Context: an optimization exercise on an open-source flow, tuned for small area, a short achievable clock period and few clock cycles per item. The choices shown serve that exercise and are no tape-out recipe.
The RTL was checked by simulation tests, not by an equivalence proof against the original design.

==> design/flow/config.mk <==
export PLATFORM = sky130hd
export DESIGN_NAME = mc_alu
export DESIGN_NICKNAME = mc_alu
export VERILOG_FILES = /design/flow/design.v
export SDC_FILE = /design/flow/constraint.sdc
export NUM_CORES = 4
export LEC_CHECK = 0
export CAP_MARGIN = 20
export CORE_MARGIN = 2
export CORE_UTILIZATION = 55
export SETUP_SLACK_MARGIN = 0.9
export SLEW_MARGIN = 20
==> design/flow/constraint.sdc <==
create_clock -name core_clock -period 6.0 [get_ports {clk}]
set_input_delay 1.2000 -clock core_clock [delete_from_list [all_inputs] [get_ports {clk}]]
set_output_delay 1.2000 -clock core_clock [all_outputs]
set_load 0.01 [all_outputs]
==> design/flow/design.v <==
module mc_alu #(
    parameter int unsigned WIDTH = 64,
    parameter int unsigned CNT_W = $clog2(WIDTH + 1)
) (
    input  logic             clk,
    input  logic             rst,
    input  logic             in_valid,
    output logic             in_ready,
    input  logic [3:0]       ctl,
    input  logic [WIDTH-1:0] a,
    input  logic [WIDTH-1:0] b,
    output logic             out_valid,
    input  logic             out_ready,
    output logic [WIDTH-1:0] out,
    output logic             zero,
    output logic             carry,
    output logic             dz
);
    localparam int LW = 65;    
    function automatic logic [6:0] lzc64(input logic [63:0] v);
        logic [63:0] c1;    
        logic [47:0] c2;    
        logic [31:0] c3;    
        logic [19:0] c4;    
        logic [11:0] c5;    
        logic [31:0] z1;
        logic [15:0] z2;
        logic [7:0]  z3;
        logic [3:0]  z4;
        logic [1:0]  z5;
        for (int i = 0; i < 32; i++) begin
            z1[i] = ~(v[2*i+1] | v[2*i]);
            c1[2*i +: 2] = v[2*i+1] ? 2'd0 : (v[2*i] ? 2'd1 : 2'd2);
        end
        for (int i = 0; i < 16; i++) begin
            z2[i] = z1[2*i+1] & z1[2*i];
            c2[3*i +: 3] = z1[2*i+1] ? {1'b0, c1[2*(2*i) +: 2]} + 3'd2 : {1'b0, c1[2*(2*i+1) +: 2]};
        end
        for (int i = 0; i < 8; i++) begin
            z3[i] = z2[2*i+1] & z2[2*i];
            c3[4*i +: 4] = z2[2*i+1] ? {1'b0, c2[3*(2*i) +: 3]} + 4'd4 : {1'b0, c2[3*(2*i+1) +: 3]};
        end
        for (int i = 0; i < 4; i++) begin
            z4[i] = z3[2*i+1] & z3[2*i];
            c4[5*i +: 5] = z3[2*i+1] ? {1'b0, c3[4*(2*i) +: 4]} + 5'd8 : {1'b0, c3[4*(2*i+1) +: 4]};
        end
        for (int i = 0; i < 2; i++) begin
            z5[i] = z4[2*i+1] & z4[2*i];
            c5[6*i +: 6] = z4[2*i+1] ? {1'b0, c4[5*(2*i) +: 5]} + 6'd16 : {1'b0, c4[5*(2*i+1) +: 5]};
        end
        lzc64 = z5[1] ? {1'b0, c5[5:0]} + 7'd32 : {1'b0, c5[11:6]};
    endfunction
    function automatic logic [11:0] booth4(input logic [8:0] v);
        logic [3:0] one, two, neg;
        for (int j = 0; j < 4; j++) begin
            one[j] = v[2*j+1] ^ v[2*j];
            two[j] = (v[2*j+2] & ~v[2*j+1] & ~v[2*j]) | (~v[2*j+2] & v[2*j+1] & v[2*j]);
            neg[j] = v[2*j+2] & ~(v[2*j+1] & v[2*j]);
        end
        booth4 = {one, two, neg};
    endfunction
    function automatic logic [LW-1:0] booth_pp(input logic one, input logic two, input logic neg,
                                               input logic [63:0] x);
        booth_pp = (({LW{one}} & {1'b0, x}) | ({LW{two}} & {x, 1'b0})) ^ {LW{neg}};
    endfunction
    logic          s2_valid;    
    logic          div_itq;     
    logic          bres;        
    logic          ov_q;        
    logic          first;       
    logic [6:0]    cnt;
    logic          o_add, o_sub, o_mul, o_div, o_rem, o_shl, o_shr, o_dz, c_def, c_amb;
    logic [3:0]    tt;          
    logic [5:0]    r_q;         
    logic [6:0]    t_q;         
    logic [63:0]   X, Y, H;
    logic [LW-1:0] Ls, Lc;      
    logic          cin_q, cf_use, cf_const, dz_b, rem_b;
    logic [3:0]    b_one, b_two, b_neg;
    logic [63:0]   out_q;
    logic          zero_q, carry_q, dz_q;
    logic [3:0]  op;
    logic        b_zero, b_big, is_mul;
    logic [3:1]  za, zb;
    logic [2:0]  nch_a, nch_b, nch_m;
    logic        mswap;
    logic [63:0] mplier, malign;
    logic [11:0] bc_a [1:4];
    logic [11:0] bc_b [1:4];
    logic [11:0] bc_m;
    logic [6:0]  lza, lzb, s_div;
    logic [7:0]  s_dif, lzsum;
    logic [5:0]  r_n;
    logic [6:0]  t_n;
    always_comb begin
        op = ctl;
        if (ctl == 4'd0 || ctl > 4'd11) op = 4'd1;
        is_mul = (op == 4'd3);
    end
    always_comb begin
        b_zero = (b == '0);
        b_big  = |b[63:6];
        za     = {|a[63:48], |a[47:32], |a[31:16]};
        zb     = {|b[63:48], |b[47:32], |b[31:16]};
        nch_a  = za[3] ? 3'd4 : za[2] ? 3'd3 : za[1] ? 3'd2 : 3'd1;
        nch_b  = zb[3] ? 3'd4 : zb[2] ? 3'd3 : zb[1] ? 3'd2 : 3'd1;
        mswap  = (nch_b < nch_a);             
        nch_m  = mswap ? nch_b : nch_a;
        mplier = mswap ? b : a;
        case (nch_m)
            3'd1:    malign = {mplier[15:0], 48'd0};
            3'd2:    malign = {mplier[31:0], 32'd0};
            3'd3:    malign = {mplier[47:0], 16'd0};
            default: malign = mplier;
        endcase
        bc_a[1] = booth4({a[15:8], a[7]});   bc_b[1] = booth4({b[15:8], b[7]});
        bc_a[2] = booth4({a[31:24], a[23]}); bc_b[2] = booth4({b[31:24], b[23]});
        bc_a[3] = booth4({a[47:40], a[39]}); bc_b[3] = booth4({b[47:40], b[39]});
        bc_a[4] = booth4({a[63:56], a[55]}); bc_b[4] = booth4({b[63:56], b[55]});
        case (nch_m)
            3'd1:    bc_m = mswap ? bc_b[1] : bc_a[1];
            3'd2:    bc_m = mswap ? bc_b[2] : bc_a[2];
            3'd3:    bc_m = mswap ? bc_b[3] : bc_a[3];
            default: bc_m = mswap ? bc_b[4] : bc_a[4];
        endcase
        lza   = lzc64(a);
        lzb   = lzc64(b);
        s_dif = {1'b0, lzb} - {1'b0, lza} + 8'd2;             
        s_div = s_dif[7] ? 7'd0 : {1'b0, s_dif[6:1]};         
        lzsum = {1'b0, lza} + {1'b0, lzb};
        if (op == 4'd4) begin
            r_n = 6'd0 - b[5:0];
            t_n = {1'b0, b[5:0]};
        end else if (op == 4'd5) begin
            r_n = b[5:0];
            t_n = 7'd64 - {1'b0, b[5:0]};
        end else begin
            r_n = {s_div[4:0], 1'b0};
            t_n = s_dif[7] ? 7'd64 : (7'd62 + lza - lzb + {6'd0, lza[0] ^ lzb[0]});
        end
    end
    logic        c_free, b_move, b_free, step, last, done, accept;
    logic [LW-1:0] pp0, pp1, pp2, pp3, m1, m2, sa, ca, sb, cb, sc, cc, sd, cd;
    logic [63:0]   ms, mc;
    always_comb begin
        pp0 = booth_pp(b_one[0], b_two[0], b_neg[0], X);
        pp1 = booth_pp(b_one[1], b_two[1], b_neg[1], X) << 2;
        pp2 = booth_pp(b_one[2], b_two[2], b_neg[2], X) << 4;
        pp3 = booth_pp(b_one[3], b_two[3], b_neg[3], X) << 6;
        ms  = first ? (X & {64{Y[63]}}) : Ls[63:0];
        mc  = first ? 64'd0 : Lc[63:0];
        m1  = {ms[56:0], 1'b0, b_neg[3], 1'b0, b_neg[2], 1'b0, b_neg[1], 1'b0, b_neg[0]};
        m2  = {mc[56:0], 8'd0};
        sa  = pp3 ^ pp2 ^ pp1;
        ca  = {((pp3 & pp2) | (pp3 & pp1) | (pp2 & pp1)), 1'b0};
        sb  = m1 ^ m2 ^ pp0;
        cb  = {((m1 & m2) | (m1 & pp0) | (m2 & pp0)), 1'b0};
        sc  = sa ^ ca ^ sb;
        cc  = {((sa & ca) | (sa & sb) | (ca & sb)), 1'b0};
        sd  = sc ^ cc ^ cb;
        cd  = {((sc & cc) | (sc & cb) | (cc & cb)), 1'b0};
    end
    logic [65:0] rs;
    logic [67:0] ca_x, cb_x, csum;
    logic [68:0] csum1;
    logic        cci, div_it;       
    always_comb begin
        div_it = div_itq;
        ca_x   = div_it ? {2'b00, H, Ls[63:62]} : {3'b000, Ls};
        cb_x   = div_it ? ~{4'b0000, X} : {3'b000, Lc};
        cci    = div_it | cin_q;
        csum1  = {ca_x, cci} + {cb_x, 1'b1};
        csum   = csum1[68:1];
    end
    logic [67:0] d2, d3, t1, t2, t3s, t3c;
    logic [68:0] d3f;
    logic        ge1, ge2, ge3;
    logic [1:0]  qd;
    logic [63:0] H_next;
    always_comb begin
        rs     = {H, Ls[63:62]};
        d2     = {2'b00, rs} - {3'b000, X, 1'b0};
        t1     = {2'b00, rs};
        t2     = ~{4'b0000, X};
        t3s    = t1 ^ t2 ^ ~{3'b000, X, 1'b0};
        t3c    = {((t1 & t2) | (t1 & ~{3'b000, X, 1'b0}) | (t2 & ~{3'b000, X, 1'b0})), 1'b1};
        t3c    = t3c;
        d3f    = {t3s, 1'b1} + {t3c[67:0], 1'b1};
        d3     = d3f[68:1];
        ge1    = ~csum[67];         
        ge2    = ~d2[67];
        ge3    = ~d3[67];
        qd     = {ge2, ge3 | (ge1 & ~ge2)};
        H_next = ge3 ? d3[63:0] : ge2 ? d2[63:0] : ge1 ? csum[63:0] : rs[63:0];
    end
    logic [63:0] rot, msk, rot_lo, rot_hi, lres;
    always_comb begin
        rot = Y;
        for (int k = 0; k < 6; k++)
            if (r_q[k]) rot = (rot >> (1 << k)) | (rot << (64 - (1 << k)));
        for (int i = 0; i < 64; i++) msk[i] = (7'(i) < t_q);
        rot_lo = rot & msk;
        rot_hi = rot & ~msk;
        for (int i = 0; i < 64; i++) lres[i] = tt[{X[i], Y[i]}];
    end
    always_comb begin
        if (o_mul)      last = (cnt == 7'd1);
        else if (o_div) last = first ? (cnt == 7'd0) : (cnt == 7'd1);
        else            last = 1'b1;
        c_free   = ~ov_q | out_ready;
        b_move   = bres & c_free;
        b_free   = ~bres | c_free;
        step     = s2_valid & b_free;
        done     = step & last;
        in_ready = ~s2_valid | done;
        accept   = in_valid & in_ready;
    end
    always_ff @(posedge clk or posedge rst) begin
        if (rst) begin
            s2_valid <= 1'b0;
            bres     <= 1'b0;
            ov_q     <= 1'b0;
            div_itq  <= 1'b0;
        end else begin
            div_itq  <= ~accept & s2_valid & ~done & o_div & ~(first & ~step) & ~(bres & ~b_move);
            s2_valid <= accept | (s2_valid & ~done);
            bres     <= done | (bres & ~b_move);
            ov_q     <= b_move | (ov_q & ~out_ready);
        end
    end
    always_ff @(posedge clk) begin
        if (accept) begin
            o_add <= (op == 4'd1) || (op == 4'd2);
            o_sub <= (op == 4'd2);
            o_mul <= is_mul;
            o_div <= (op == 4'd6 || op == 4'd11) && !b_zero;
            o_rem <= (op == 4'd11);
            o_shl <= (op == 4'd4) && !b_big;
            o_shr <= (op == 4'd5) && !b_big;
            o_dz  <= (op == 4'd6 || op == 4'd11) && b_zero;
            c_def <= (lzsum <= 8'd62);
            c_amb <= (lzsum == 8'd63);
            r_q   <= r_n;
            t_q   <= t_n;
            case (op)
                4'd6:    tt <= 4'b1111;    
                4'd7:    tt <= 4'b0101;    
                4'd8:    tt <= 4'b1000;    
                4'd9:    tt <= 4'b1110;    
                4'd10:   tt <= 4'b0110;    
                4'd11:   tt <= 4'b1010;    
                default: tt <= 4'b0000;    
            endcase
            first <= 1'b1;
            if (is_mul) begin
                X   <= mswap ? a : b;
                cnt <= {3'b000, nch_m, 1'b0};
            end else begin
                X   <= b;
                cnt <= s_div;
            end
        end else if (step) begin
            first <= 1'b0;
            if (o_mul || (o_div && !first)) cnt <= cnt - 7'd1;
        end
    end
    always_ff @(posedge clk) begin
        if (accept) begin
            Y <= is_mul ? malign : a;
            {b_one, b_two, b_neg} <= is_mul ? bc_m : 12'd0;
        end else if (step && o_mul) begin
            Y <= {Y[55:0], 8'd0};
            {b_one, b_two, b_neg} <= booth4(Y[55:47]);
        end
    end
    always_ff @(posedge clk) begin
        if (step) begin
            dz_b  <= o_dz;
            rem_b <= o_div & o_rem;
            if (o_mul) begin
                Ls       <= sd;
                Lc       <= cd;
                cin_q    <= 1'b0;
                cf_use   <= c_amb;
                cf_const <= c_def;
            end else if (o_div) begin
                cin_q    <= 1'b0;
                cf_use   <= 1'b0;
                cf_const <= 1'b0;
                Lc       <= '0;
                if (first) begin
                    Ls <= {1'b0, rot_hi};
                    H  <= rot_lo;
                end else begin
                    Ls <= {1'b0, Ls[61:0], qd};
                    H  <= H_next;
                end
            end else begin
                cin_q    <= o_sub;
                cf_use   <= o_add;
                cf_const <= 1'b0;
                if (o_add)      Ls <= {1'b0, Y};
                else if (o_shl) Ls <= {1'b0, rot_hi};
                else if (o_shr) Ls <= {1'b0, rot_lo};
                else            Ls <= {1'b0, lres};
                Lc <= o_add ? ({1'b0, X} ^ {LW{o_sub}}) : '0;
            end
        end
    end
    logic [LW-1:0] sum;
    logic [63:0]   zp, zt;
    logic          zero_sum;
    always_comb begin
        sum      = csum[LW-1:0];
        zp       = Ls[63:0] ^ Lc[63:0];
        zt       = {Ls[62:0] | Lc[62:0], cin_q};
        zero_sum = (zp == zt);
    end
    always_ff @(posedge clk) begin
        if (b_move) begin
            out_q   <= rem_b ? H : sum[63:0];
            zero_q  <= rem_b ? (H == '0) : zero_sum;
            carry_q <= cf_const | (cf_use & sum[64]);
            dz_q    <= dz_b;
        end
    end
    assign out_valid = ov_q;
    assign out       = out_q;
    assign zero      = zero_q;
    assign carry     = carry_q;
    assign dz        = dz_q;
endmodule
==> design/flow/run.sh <==
#!/bin/bash
# synth_recipe.tcl (not shown) runs the flow's synth.tcl, then flattens the netlist and writes it again
# the make line also repeats each setting of config.mk as NAME=value (left out here)
make -C /OpenROAD-flow-scripts/flow DESIGN_CONFIG=/design/flow/config.mk WORK_HOME=/design/flow/orfs CLKGATE_MAP_FILE= SYNTH_SCRIPT=/design/flow/synth_recipe.tcl finish
==> impl_metrics.json <==
{
  "hold_viol_final": 0,
  "setup_tns_ps": 0,
  "max-cap-violations": 0,
  "place_inst": 9230,
  "antenna_found_initial": 35,
  "synth-seq-area-share": 0.208,
  "ys_ff_latch": 444,
  "synthArstFlopShare": 0.00901,
  "syn_area_mm2": 0.0639,
  "ys.flop_type": "edfxtp_1",
  "worstReg2RegEnd": "Ls[0]$_DFFE_PP_",
  "drive_above_1_share": 0.121,
  "cts_tree": "built",
  "worstPathArrival_ps": 5620,
  "grt-ovfl-total": 0,
  "die_area_mm2": 0.119,
  "wirelength_mm": 328,
  "clkTransAtPathRegs_ps": 60,
  "slew_violations": 0,
  "cp_cell_sequence": "inv_1 -> fa_1 -> ha_1 -> a21o_1 -> a21o_1 -> a21oi_1 -> o221ai_1 -> a211o_4 -> or3_4 -> a221oi_4 -> buf_4 -> buf_6 -> and2_1 -> buf_4 -> nand2_1 -> o21ai_0 -> o21ai_0",
  "final_cells": 9422,
  "crit_type": "reg -> reg",
  "worstSetupEndpointType": "register",
  "ioPinCount": 205,
  "cp.required_ps": 6440,
  "synth_top_family_by_area": "compound AO/OA/AOI/OAI gates",
  "tightest_slew_ps": 1450,
  "fillers": 9791,
  "place_congestion": 1.13,
  "synth_simple_gate_area_frac": 0.142,
  "first_global_vias": 64900,
  "numCtsBuffers": 59,
  "placed_area_mm2": 0.0690,
  "synth_top_area_frac": 0.206,
  "grt_max_degree": 150,
  "nets": 8602,
  "slowest_stage": "edfxtp_1",
  "worst_setup_path_start_kind": "register",
  "status": "no timing/DRC/antenna violations",
  "start_util": 0.552,
  "synth-warning-count": 3,
  "synth.distinct_cells": 88,
  "detailed_place_hpwl_mm": 250,
  "avgSynthCellArea_um2": 8.27,
  "min_period_ps": 5180,
  "rr_worst_depth": 17,
  "synth-compound-area-share": 0.226,
  "vias": 69500,
  "ctsHoldBuffers": 0,
  "setup_viol": 0,
  "wire_per_inst_um": 34.8,
  "relSlewSlack": 0.0217,
  "slowest_delay_ps": 850,
  "clockRootBuffer": "clkbuf_16",
  "setup.worst_path.end": "Ls[0]$_DFFE_PP_",
  "grt_usage": 0.538,
  "clock-sinks": 444,
  "viasPerCell": 7.37,
  "die_w_um": 345,
  "synth_area_leaders": "edfxtp_1 (21%), fa_1 (9.4%), ha_1 (6.8%)",
  "synth_top_cell_by_area": "edfxtp_1",
  "rsz0062_at_grt": "true",
  "drc": 0,
  "htreeDepth": 2,
  "grt_pass1_wl_mm": 462,
  "core_mm2": 0.116,
  "synthAdderAreaFrac": 0.162,
  "synth_edf_count": 439,
  "portBuffers": 204,
  "detail_route.iter0.violations": 13200,
  "r2r_slack_ps": 820,
  "ant_nets": 0,
  "syn_inst": 7724,
  "synthesis.nets": 8507,
  "crit_start": "X[47]$_DFFE_PP_",
  "period_share": 0.863,
  "skew_ps": 21.6,
  "die_y_um": 345,
  "placement_rows": 125,
  "r2r_start": "X[47]$_DFFE_PP_",
  "fmax_mhz": 193,
  "min_path_type": "reg -> reg",
  "hold_slack_ps": 461,
  "area_growth_pct": 13.0,
  "dr.pass1.iters": 17,
  "clockBufferDepth": 3,
  "synth.mux.area_fraction": 0.110,
  "design_area_mm2": 0.0722,
  "synth_xor_area_frac": 0.0775,
  "cp_max_fo": 7,
  "worstSkewPairLatency_ps": 730
}
## per-stage QoR
| step | setup slack (ps) | utilization |
|---|---|---|
| after detailed placement | -200 | 0.596 |
| final | 822 | 0.624 |
| after CTS | 905 | 0.615 |
| after global placement | -283 | 0.596 |
| after floorplan | 827 | - |
| after global routing | 732 | 0.623 |
## cell usage after synthesis (70+ instances only)
master	number
nand2_1	962
o21ai_0	629
inv_1	615
a21oi_1	592
nor2_1	518
clkbuf_1	505
edfxtp_1	439
xnor2_1	410
ha_1	347
a22oi_1	323
fa_1	300
mux2i_1	194
mux4_2	190
xor2_1	155
nor3_1	106
a21o_1	102
buf_1	94
nand3_1	89
nor4_1	70
## layout by cell type, fill, tap and decap left out, types with 58 or more instances in the layout
cell	instances
a21o_1	101
a21oi_1	580
a22oi_1	323
buf_4	421
clkbuf_16	59
clkdlybuf4s50_1	195
edfxtp_1	439
fa_1	298
ha_1	344
inv_1	604
mux2_2	67
mux2i_1	194
mux4_2	190
nand2_1	956
nand2b_1	61
nand3_1	89
nand4_1	58
nor2_1	509
nor3_1	101
nor4_1	62
o211ai_1	65
o21ai_0	617
xnor2_1	408
xor2_1	155
## how the worst min path moves through the flow
stage	cells after the start	endpoint	from	slack, ps
3_3_place_gp	0	dz_b$_DFFE_PP_	o_dz$_DFFE_PP_	460
4_1_cts	0	dz_q$_DFFE_PP_	dz_b$_DFFE_PP_	470
5_1_grt	0	dz_q$_DFFE_PP_	dz_b$_DFFE_PP_	490
6_report	0	dz_q$_DFFE_PP_	dz_b$_DFFE_PP_	460
2_1_floorplan	0	dz_b$_DFFE_PP_	o_dz$_DFFE_PP_	400
3_5_place_dp	0	dz_q$_DFFE_PP_	dz_b$_DFFE_PP_	460
## sequential cells by signal, summed over array words and instances, names as in the netlist, 4 cells and up
register and count:
Lc 65, Ls 65, H 64, X 64, Y 64, out_q 64, cnt 7, t_q 7
r_q 5, b_neg 4, b_one 4, b_two 4, tt 4
## worst max-delay path: cells and delay by family, from the launching register on
kind | cells | cell delay, ps
and+or+nand+nor | 3 | 710
AOI/OAI and AO/OA | 8 | 1650
buffers and inverters | 4 | 770
adders and majority gates | 2 | 910
DFF | 1 | 850
## cell families after synthesis
group                    count (synthesis)
multiplexers                           452
adder cells (fa/ha/maj)                647
flip-flops                             444
buffers and inverters                 1261
XOR/XNOR                               565
AO/OA/AOI/OAI                         2294
AND/OR/NAND/NOR                       2061
## repair_timing
action	CTS	global route
setup endpoints to repair	87	89
cloned	1	0
pin swaps	3	30
buffers inserted	4	47
resized for setup	23	75
## per-layer routing
| metal | routed length (µm) | GRT usage |
|---|---|---|
| met5 | 1410 | 0.0325 |
| met4 | 32200 | 0.388 |
| met3 | 56100 | 0.267 |
| met2 | 127000 | 0.735 |
| met1 | 110000 | 0.650 |
## area by class of cell
type | count | area, µm² | area share
multi-input combinational | 6019 | 46200 | 0.641
sequential | 444 | 13300 | 0.184
timing repair buffer | 675 | 6220 | 0.0861
inverter | 620 | 2360 | 0.0326
tap | 1524 | 1910 | 0.0264
clock buffer | 63 | 1490 | 0.0207
clock inverter | 48 | 592 | 0.00820
antenna | 29 | 72.6 | 0.00101
Testbench counts, summed over its fixed seeds: cycles 9,979, items 3,200.

## re-timing with driven ports
The flow's constraints put no driver on any port. The routed layout listed below was extracted and timed again, unchanged, in two steps. Step 1 sets driving cells, clkbuf_16 on the clock port and buf_2 on the other inputs (assumed; they add their load-dependent delay and slew). Step 2 adds t to the input delays and takes it off the output delays; t is the mean of the earliest and latest rising clock arrival at the registers after step 1. Input paths then give back, and output paths get back, about the clock's delay inside the block. a / b / c = ideal / step 1 / step 2; a / b = the first two.
t, ns: 0.810
setup WS [ns]: 0.822 / 0.822 / 0.164
worst data-port slew with drivers (ns): 0.09
After both steps setup and hold are still met in this run. The setup slack of this run moves by 0.000 ns with the drivers and by -0.658 ns with both steps.
